Context: an optimization exercise on an open-source flow, tuned for small area and a short achievable clock period. The choices shown serve that exercise and are no tape-out recipe. Function was checked by simulation only, so behaviour that the tests miss may differ from the original.

== job 7930 ==
==> flow/design.v (excerpt) <==
module gpr_rf4r2w (
  input  logic         clk,
  input  logic         rst,
  input  logic [19:0]  raddr,
  output logic [127:0] rdata,
  output logic [3:0]   rbusy,
  input  logic [1:0]   wen,
  input  logic [9:0]   waddr,
  input  logic [63:0]  wdata,
  input  logic         rsv_en,
  input  logic [4:0]   rsv_addr,
  input  logic [4:0]   dbg_addr,
  output logic [31:0]  dbg_data,
  output logic         ready
);
For scale: about 1,000 flip-flops, roughly 270 I/O pins, ~61,000 µm² of cells after synthesis.
==> flow/config.mk <==
export PLATFORM = sky130hd
export DESIGN_NAME = gpr_rf4r2w
export DESIGN_NICKNAME = gpr_rf4r2w
export VERILOG_FILES = /design/flow/design.v
export SDC_FILE = /design/flow/constraint.sdc
export NUM_CORES = 4
export LEC_CHECK = 0
export CAP_MARGIN = 20
export CORE_MARGIN = 2
export CORE_UTILIZATION = 45
export PLACE_DENSITY = 0.65
export SETUP_SLACK_MARGIN = 0.4
export SLEW_MARGIN = 20
export SYNTH_HIERARCHICAL = 1
==> flow/constraint.sdc <==
create_clock -name core_clock -period 7.0 [get_ports {clk}]
set_input_delay 1.4000 -clock core_clock [delete_from_list [all_inputs] [get_ports {clk}]]
set_output_delay 1.4000 -clock core_clock [all_outputs]
set_load 0.01 [all_outputs]
standard.sh (not shown) runs the stock make flow with config.mk's settings and CLKGATE_MAP_FILE= SYNTH_SCRIPT=/design/flow/synth_recipe.tcl, a recipe that flattens the netlist after the stock synthesis.
==> flow/flow/run.sh <==
#!/bin/bash
# The standard layout, with one change: the buffers that buffer_ports puts on every input and
# output port are buf_2 cells (which the resizer can later size up) instead of the slow
# clock-delay buffer it picks by default. ORFS writes each step's full log under orfs/logs/.
set -euo pipefail
export BUFFER_PORTS_ARGS="-buffer_cell sky130_fd_sc_hd__buf_2"
bash standard.sh > standard.log 2>&1
The flow ended early for job 7930: it failed with a tool error in global routing.
Inputs modified between job 7930 and job 8965:
-- flow/config.mk --
<<< job 7930, line 7
export LEC_CHECK = 0
export CAP_MARGIN = 20
export CORE_MARGIN = 2
export CORE_UTILIZATION = 45
export PLACE_DENSITY = 0.65
export SETUP_SLACK_MARGIN = 0.4
export SLEW_MARGIN = 20
>>> job 8965, line 7
export LEC_CHECK = 0
export CAP_MARGIN = 20
export CELL_PAD_IN_SITES_DETAIL_PLACEMENT = 1
export CELL_PAD_IN_SITES_GLOBAL_PLACEMENT = 2
export CORE_MARGIN = 2
export CORE_UTILIZATION = 28
export CTS_BUF_LIST = sky130_fd_sc_hd__clkbuf_8
export PLACE_DENSITY = 0.5
export SETUP_SLACK_MARGIN = 0.4
export SLEW_MARGIN = 20
[summary]
Job 8965 | status: complete | timing, DRC, antenna: pass
Taking job 7930 as the reference, in job 8965 top-level port count held steady, row count grew by 36, async set or reset register ratio after synthesis held steady.
Job 8965 — total cell area at the placement stage 3.2% higher, job 7930 as reference
#### Input delta (job 853 over job 8965)
==> flow/config.mk <==
export PLATFORM = sky130hd
export DESIGN_NAME = gpr_rf4r2w
export DESIGN_NICKNAME = gpr_rf4r2w
export VERILOG_FILES = /design/flow/design.v
export SDC_FILE = /design/flow/constraint.sdc
export NUM_CORES = 4
export LEC_CHECK = 0
export CAP_MARGIN = 20
export CORE_MARGIN = 2
export CORE_UTILIZATION = 45
export PLACE_DENSITY = 0.65
export SETUP_SLACK_MARGIN = 1.5
export SLEW_MARGIN = 20
export SYNTH_HIERARCHICAL = 1
Compared with job 8965, in job 853 proportion of synthesized flip-flops having asynchronous set or reset essentially unchanged, mean area per synthesized cell essentially unchanged, number of top-level design ports essentially unchanged, compound-cell area share of the yosys netlist essentially unchanged.
Job 853: it failed during global routing, and the tool reported GRT-0116.
Summary of job 853 over job 8965: cell area after placement went down by 0.49%, vertical die dimension dropped about 20%, weighted congestion at the end of routability-driven global placement picked up an extra 13%, pre-CTS setup slack shrank by 180 ps, sum of net half-perimeters after detailed placement down 14%.
[compare] base=job 8965 new=job 853: effective utilization at floorplan +17 points, number of placement rows decreased 21%.

[static timing again, ports no longer ideal]
How much do the figures lean on ideal ports? The routed layout below was timed once more, with nothing changed but the port constraints. Step 1, drivers: a clkbuf_16 drives clk and a buf_2 each remaining input, both assumed. Step 2 also shifts input and output timing later by t, the mid clock arrival at the registers, as if the neighbouring blocks saw the same clock. Three values: ideal ports, drivers, drivers and shift; two values: the first two.
run: job 8965
t (ns): 1.110
slack for setup (ns): 0.308 / 0.255 / 0.270
worst setup path at the end: input to output
latest minus earliest clock arrival (ns): 0.062 / 0.063
After both steps job 8965 still meets setup and hold. The setup slack of job 8965 moves by -0.053 ns with the drivers and by -0.038 ns with both steps.
